Context: an optimization exercise on an open-source flow, tuned for small area, a short achievable clock period and few clock cycles per item. The choices shown serve that exercise and are no tape-out recipe.
The flow treats the clock pin as an ideal source. Dropping or thinning the clock tree relies on that and would not hold on a real chip.
Power is estimated from default activity; no workload was simulated.

== main ==
## sha256_padder
module sha256_padder #(
    parameter int LEN_W = 19
) (
    input  logic         Clk,
    input  logic         Reset,
    input  logic [7:0]   InData,
    input  logic         InValid,
    input  logic         InLast,
    output logic         InReady,
    output logic [511:0] Chunk,
    output logic         ChunkValid,
    output logic         ChunkLast,
    input  logic         ChunkReady
);
Size: about 1600 cells after synthesis, about 530 I/O pins, ~0.019 sq mm of cells after synthesis.
==> module sha256_padder, before the edit <==
module sha256_padder #(
    parameter int LEN_W = 19
) (
    input  logic         Clk,
    input  logic         Reset,
    input  logic [7:0]   InData,
    input  logic         InValid,
    input  logic         InLast,
    output logic         InReady,
    output logic [511:0] Chunk,
    output logic         ChunkValid,
    output logic         ChunkLast,
    input  logic         ChunkReady
);
    localparam int WR     = 0;   
    localparam int TOX    = 1;   
    localparam int CMT    = 2;   
    localparam int PAD    = 3;   
    localparam int P2W    = 4;   
    localparam int PADFIT = 5;   
    function automatic logic [5:0] ctl(input logic iv, input logic cv, input logic pend2,
                                       input logic xv, input logic xl, input logic il,
                                       input logic c1, input logic fits);
        logic r_free, cmt, wr, pad;
        r_free     = ~cv & ~pend2;
        cmt        = xv & xl & r_free;
        wr         = iv & ~c1 & r_free;
        pad        = (wr & il) | cmt;
        ctl[WR]     = wr;
        ctl[TOX]    = iv & ~pend2 & c1 & (~xv | cmt);
        ctl[CMT]    = cmt;
        ctl[PAD]    = pad;
        ctl[P2W]    = pend2 & ~cv;
        ctl[PADFIT] = pad & fits;
    endfunction
    logic [511:0] r_q;           
    logic         cv_q, cv_d;    
    logic         cvo_q;         
    logic         cl_q, cl_d;    
    logic         iv_q, iv_d;    
    logic [7:0]   id_q, id_d;
    logic         il_q, il_d;
    logic         rdy_q, rdy_d;  
    logic         xv_q, xv_d;    
    logic [7:0]   xd_q;
    logic         xl_q, xl_d;
    logic         pend2_q, pend2_d;    
    logic         p2_80_q, p2_80_d;    
    logic [15:0]  cnt_q, cnt_d;
    logic [7:1]   qht_q, qht_d, qlt_q, qlt_d;
    logic [5:0]   ctl_q;         
    logic [8:0]   qhc, qlc;      
    logic [7:0]   qh1, ql1;      
    logic         c0, c2;        
    logic         new_chunk, take, cnt_rst;
    logic [5:0]   ctl_d;
    logic [63:0]  lenbits;       
    logic [63:0]  sel, above, nxt;    
    logic [63:0]  k, w, s;
    logic [511:0] r_d;
    assign InReady    = rdy_q;
    assign Chunk      = r_q;
    assign ChunkValid = cvo_q;
    assign ChunkLast  = cl_q;
    assign qhc     = {1'b0, qht_q, 1'b1};
    assign qlc     = {1'b0, qlt_q, 1'b1};
    assign c0      = qht_q[7] & qlt_q[7];
    assign c2      = ~qht_q[1] & qlt_q[1] & ~qlt_q[2];
    assign lenbits = {45'b0, cnt_q, 3'b000};
    always_comb begin
        for (int j = 0; j < 8; j++) begin
            qh1[j] = qhc[j] & ~qhc[j + 1];
            ql1[j] = qlc[j] & ~qlc[j + 1];
        end
        for (int i = 0; i < 64; i++) begin
            sel[i]   = qh1[i / 8] & ql1[i % 8];
            nxt[i]   = (i == 0) ? 1'b0 :
                       (i % 8 == 0) ? (qh1[i / 8 - 1] & ql1[7]) : (qh1[i / 8] & ql1[i % 8 - 1]);
            above[i] = ~qhc[i / 8] | (qh1[i / 8] & ~qlc[i % 8]);
        end
    end
    always_comb begin
        w    = {64{ctl_q[WR]}} & sel;
        w[0] = (ctl_q[WR] & c2) | ctl_q[CMT];
        k    = ~(w | ({64{ctl_q[PAD]}} & above) | {64{ctl_q[P2W]}});
        s    = ({64{ctl_q[PAD]}} & nxt) | {63'b0, ctl_q[P2W] & p2_80_q};   
    end
    for (genvar i = 0; i < 56; i++) begin : g_lane
        for (genvar b = 0; b < 7; b++) begin : g_bit
            sha256_padder_cell u_cell (
                .q(r_q[511 - 8*i - 7 + b]), .k(k[i]), .w(w[i]),
                .d((i == 0) ? xd_q[b] : id_q[b]),
                .y(r_d[511 - 8*i - 7 + b])
            );
        end
        sha256_padder_cell7 u_cell7 (
            .q(r_q[511 - 8*i]), .k(k[i]), .w(w[i]), .d((i == 0) ? xd_q[7] : id_q[7]),
            .s(s[i]), .y(r_d[511 - 8*i])
        );
    end
    always_comb begin
        for (int i = 56; i < 64; i++) begin
            for (int b = 0; b < 8; b++) begin
                r_d[511 - 8*i - 7 + b] =
                    (r_q[511 - 8*i - 7 + b] & k[i]) |
                    (w[i] & id_q[b]) |
                    ((b == 7) ? s[i] : 1'b0) |
                    ((ctl_q[PADFIT] | ctl_q[P2W]) & lenbits[8*(63-i) + b]);
            end
        end
    end
    always_comb begin
        iv_d    = rdy_q ? InValid : iv_q;
        id_d    = rdy_q ? InData : id_q;
        il_d    = rdy_q ? InLast : il_q;
        xv_d    = ctl_q[TOX] | (xv_q & ~ctl_q[WR] & ~ctl_q[CMT]);
        xl_d    = ctl_q[TOX] ? il_q : xl_q;
        new_chunk = (ctl_q[WR] & (il_q | c0)) | ctl_q[CMT] | ctl_q[P2W];
        cv_d    = new_chunk | (cv_q & ~ChunkReady);
        cl_d    = new_chunk ? (ctl_q[P2W] | ctl_q[PADFIT]) : cl_q;
        pend2_d = ~ctl_q[P2W] & (pend2_q | (ctl_q[PAD] & ~ctl_q[PADFIT]));
        p2_80_d = (ctl_q[PAD] & ~ctl_q[PADFIT]) ? c0 : p2_80_q;
        take    = (ctl_q[TOX] | ctl_q[WR]) & ~il_q;
        cnt_rst = ctl_q[PADFIT] | ctl_q[P2W];
        cnt_d   = cnt_q;
        qht_d   = qht_q;
        qlt_d   = qlt_q;
        if (cnt_rst) begin
            cnt_d = take ? 16'd2 : 16'd1;
            qht_d = '0;
            qlt_d = take ? 7'd1 : 7'd0;
        end else if (take) begin
            cnt_d = cnt_q + 16'd1;
            qlt_d = qlt_q[7] ? 7'd0 : {qlt_q[6:1], 1'b1};
            if (qlt_q[7]) qht_d = qht_q[7] ? 7'd0 : {qht_q[6:1], 1'b1};
        end
        ctl_d = ctl(iv_d, cv_d, pend2_d, xv_d, xl_d, il_d, ~qht_d[1] & ~qlt_d[1],
                    ~qht_d[7] & ~(qht_d[6] & qlt_d[7]));
        rdy_d = ~iv_d | ctl_d[TOX] | ctl_d[WR];
    end
    always_ff @(posedge Clk) begin
        r_q  <= r_d;
        id_q <= id_d;
        il_q <= il_d;
        if (ctl_q[TOX]) xd_q <= id_q;
        xl_q <= xl_d;
        cl_q    <= cl_d;
        p2_80_q <= p2_80_d;
    end
    always_ff @(posedge Clk or negedge Reset) begin
        if (!Reset) begin
            cv_q    <= 1'b0;
            cvo_q   <= 1'b0;
            iv_q    <= 1'b0;
            rdy_q   <= 1'b0;     
            xv_q    <= 1'b0;
            pend2_q <= 1'b0;
            cnt_q   <= 16'd1;
            qht_q   <= '0;
            qlt_q   <= '0;
            ctl_q   <= '0;
        end else begin
            cv_q    <= cv_d;
            cvo_q   <= new_chunk | (cvo_q & ~ChunkReady);
            iv_q    <= iv_d;
            rdy_q   <= rdy_d;
            xv_q    <= xv_d;
            pend2_q <= pend2_d;
            cnt_q   <= cnt_d;
            qht_q   <= qht_d;
            qlt_q   <= qlt_d;
            ctl_q   <= ctl_d;
        end
    end
endmodule
clock: 4.5 ns
lec_check: 0
cap_margin: 20
core_margin: 2
core_utilization: 50
setup_slack_margin: 2.6
slew_margin: 20
synth_hierarchical: 1
synth_minimum_keep_size: 0
tns_end_percent: 10
standard.sh (not shown) runs the stock make flow with config.mk's settings and CLKGATE_MAP_FILE= SYNTH_SCRIPT=/design/flow/synth_recipe.tcl, a recipe that flattens the netlist after the stock synthesis.
==> flow/flow/run.sh <==
#!/bin/bash
# Standard ORFS layout with these changes: the port buffers use a small buffer cell, and the
# clock tree is a two-level tree built by flow/cts_pre.tcl (ORFS's PRE_CTS_TCL hook) in place
# of TritonCTS. Each ORFS step's full log is in orfs/logs/...; make's output is in flow.log.
set -euo pipefail
export BUFFER_PORTS_ARGS="-buffer_cell sky130_fd_sc_hd__buf_1"
export PRE_CTS_TCL="$PWD/flow/cts_pre.tcl"
bash standard.sh > flow.log 2>&1
Other scripts of this flow, unchanged in this note and not shown: flow/flow/cts_pre.tcl
--- input diff main..the feature branch ---
--- a/flow/design.v
+++ b/flow/design.v
@@ -45,15 +45,15 @@
     logic [7:0]   xd_q;
     logic         xl_q, xl_d;
     logic         pend2_q, pend2_d;    
     logic         p2_80_q, p2_80_d;    
     logic [15:0]  cnt_q, cnt_d;
     logic [7:1]   qht_q, qht_d, qlt_q, qlt_d;
+    logic [7:0]   qh1_q, qh1_d, ql1_q, ql1_d;    
     logic [5:0]   ctl_q;         
     logic [8:0]   qhc, qlc;      
-    logic [7:0]   qh1, ql1;      
     logic         c0, c2;        
     logic         new_chunk, take, cnt_rst;
     logic [5:0]   ctl_d;
     logic [63:0]  lenbits;       
     logic [63:0]  sel, above, nxt;    
     logic [63:0]  k, w, s;
@@ -65,21 +65,17 @@
     assign qhc     = {1'b0, qht_q, 1'b1};
     assign qlc     = {1'b0, qlt_q, 1'b1};
     assign c0      = qht_q[7] & qlt_q[7];
     assign c2      = ~qht_q[1] & qlt_q[1] & ~qlt_q[2];
     assign lenbits = {45'b0, cnt_q, 3'b000};
     always_comb begin
-        for (int j = 0; j < 8; j++) begin
-            qh1[j] = qhc[j] & ~qhc[j + 1];
-            ql1[j] = qlc[j] & ~qlc[j + 1];
-        end
         for (int i = 0; i < 64; i++) begin
-            sel[i]   = qh1[i / 8] & ql1[i % 8];
+            sel[i]   = qh1_q[i / 8] & ql1_q[i % 8];
             nxt[i]   = (i == 0) ? 1'b0 :
-                       (i % 8 == 0) ? (qh1[i / 8 - 1] & ql1[7]) : (qh1[i / 8] & ql1[i % 8 - 1]);
-            above[i] = ~qhc[i / 8] | (qh1[i / 8] & ~qlc[i % 8]);
+                       (i % 8 == 0) ? (qh1_q[i / 8 - 1] & ql1_q[7]) : (qh1_q[i / 8] & ql1_q[i % 8 - 1]);
+            above[i] = ~qhc[i / 8] | (qh1_q[i / 8] & ~qlc[i % 8]);
         end
     end
     always_comb begin
         w    = {64{ctl_q[WR]}} & sel;
         w[0] = (ctl_q[WR] & c2) | ctl_q[CMT];
         k    = ~(w | ({64{ctl_q[PAD]}} & above) | {64{ctl_q[P2W]}});
@@ -122,20 +118,28 @@
         p2_80_d = (ctl_q[PAD] & ~ctl_q[PADFIT]) ? c0 : p2_80_q;
         take    = (ctl_q[TOX] | ctl_q[WR]) & ~il_q;
         cnt_rst = ctl_q[PADFIT] | ctl_q[P2W];
         cnt_d   = cnt_q;
         qht_d   = qht_q;
         qlt_d   = qlt_q;
+        qh1_d   = qh1_q;
+        ql1_d   = ql1_q;
         if (cnt_rst) begin
             cnt_d = take ? 16'd2 : 16'd1;
             qht_d = '0;
             qlt_d = take ? 7'd1 : 7'd0;
+            qh1_d = 8'd1;
+            ql1_d = take ? 8'd2 : 8'd1;
         end else if (take) begin
             cnt_d = cnt_q + 16'd1;
             qlt_d = qlt_q[7] ? 7'd0 : {qlt_q[6:1], 1'b1};
-            if (qlt_q[7]) qht_d = qht_q[7] ? 7'd0 : {qht_q[6:1], 1'b1};
+            ql1_d = {ql1_q[6:0], ql1_q[7]};
+            if (qlt_q[7]) begin
+                qht_d = qht_q[7] ? 7'd0 : {qht_q[6:1], 1'b1};
+                qh1_d = {qh1_q[6:0], qh1_q[7]};
+            end
         end
         ctl_d = ctl(iv_d, cv_d, pend2_d, xv_d, xl_d, il_d, ~qht_d[1] & ~qlt_d[1],
                     ~qht_d[7] & ~(qht_d[6] & qlt_d[7]));
         rdy_d = ~iv_d | ctl_d[TOX] | ctl_d[WR];
     end
     always_ff @(posedge Clk) begin
@@ -155,23 +159,27 @@
             rdy_q   <= 1'b0;     
             xv_q    <= 1'b0;
             pend2_q <= 1'b0;
             cnt_q   <= 16'd1;
             qht_q   <= '0;
             qlt_q   <= '0;
+            qh1_q   <= 8'd1;
+            ql1_q   <= 8'd1;
             ctl_q   <= '0;
         end else begin
             cv_q    <= cv_d;
             cvo_q   <= new_chunk | (cvo_q & ~ChunkReady);
             iv_q    <= iv_d;
             rdy_q   <= rdy_d;
             xv_q    <= xv_d;
             pend2_q <= pend2_d;
             cnt_q   <= cnt_d;
             qht_q   <= qht_d;
             qlt_q   <= qlt_d;
+            qh1_q   <= qh1_d;
+            ql1_q   <= ql1_d;
             ctl_q   <= ctl_d;
         end
     end
 endmodule
 module sha256_padder_cell (
     input  logic q,
[summary]
- Final cell area: the feature branch above main
- main and the feature branch ended up with nearly the same later-pin clock latency in the skew report.
- Vias after detailed routing (higher): the feature branch
- Setup slack delta (the feature branch − main): unfavourable
- As of the feature branch, weighted congestion at the end of routability-driven global placement had risen by a few percent compared to main.
- When the feature branch is measured against main, its die area turns out about 4.3% higher.
- In the reports for main and the feature branch, the smaller instance count of the mapped netlist belongs to main.
- Max freq main -> the feature branch: degraded
- The global-route usage on main is in line with that on the feature branch.
- Changes observed in the feature branch relative to main: critical path depth in cells has decreased; net switching share of the total power has decreased.
- In the reports for main and the feature branch, the larger cell count belongs to the feature branch.
No run of this note included a check of the RTL's function; only the layout flow was run. In every run of this note, the design's own scripts or RTL, not TritonCTS, make the clock network.

## port drivers added, routing unchanged
No port has a modelled driver above. Below, the same layouts with a new extraction and two added sets of constraints.
Step 1, drivers: a clkbuf_16 drives Clk and a buf_2 each remaining input, both assumed.
Step 2 adds t to the input delays and takes it off the output delays; t is the mean of the earliest and latest rising clock arrival at the registers after step 1. Input paths then give back, and output paths get back, about the clock's delay inside the block.
Three values: no drivers, after step 1, after step 2; two values: the first two.
run | t, ns | slack for setup (ns) | worst hold slack (ns) | worst setup path at the end
main | 0.476 | 2.504 / 2.393 / 2.504 | 0.452 / 0.452 / 0.452 | register to register
the feature branch | 0.477 | 2.496 / 2.408 / 2.377 | 0.448 / 0.448 / 0.448 | input to register
After both steps every run listed still meets setup and hold. For the feature branch, which loses most, drivers alone change the setup slack by -0.088 ns; drivers and shift together by -0.119 ns.
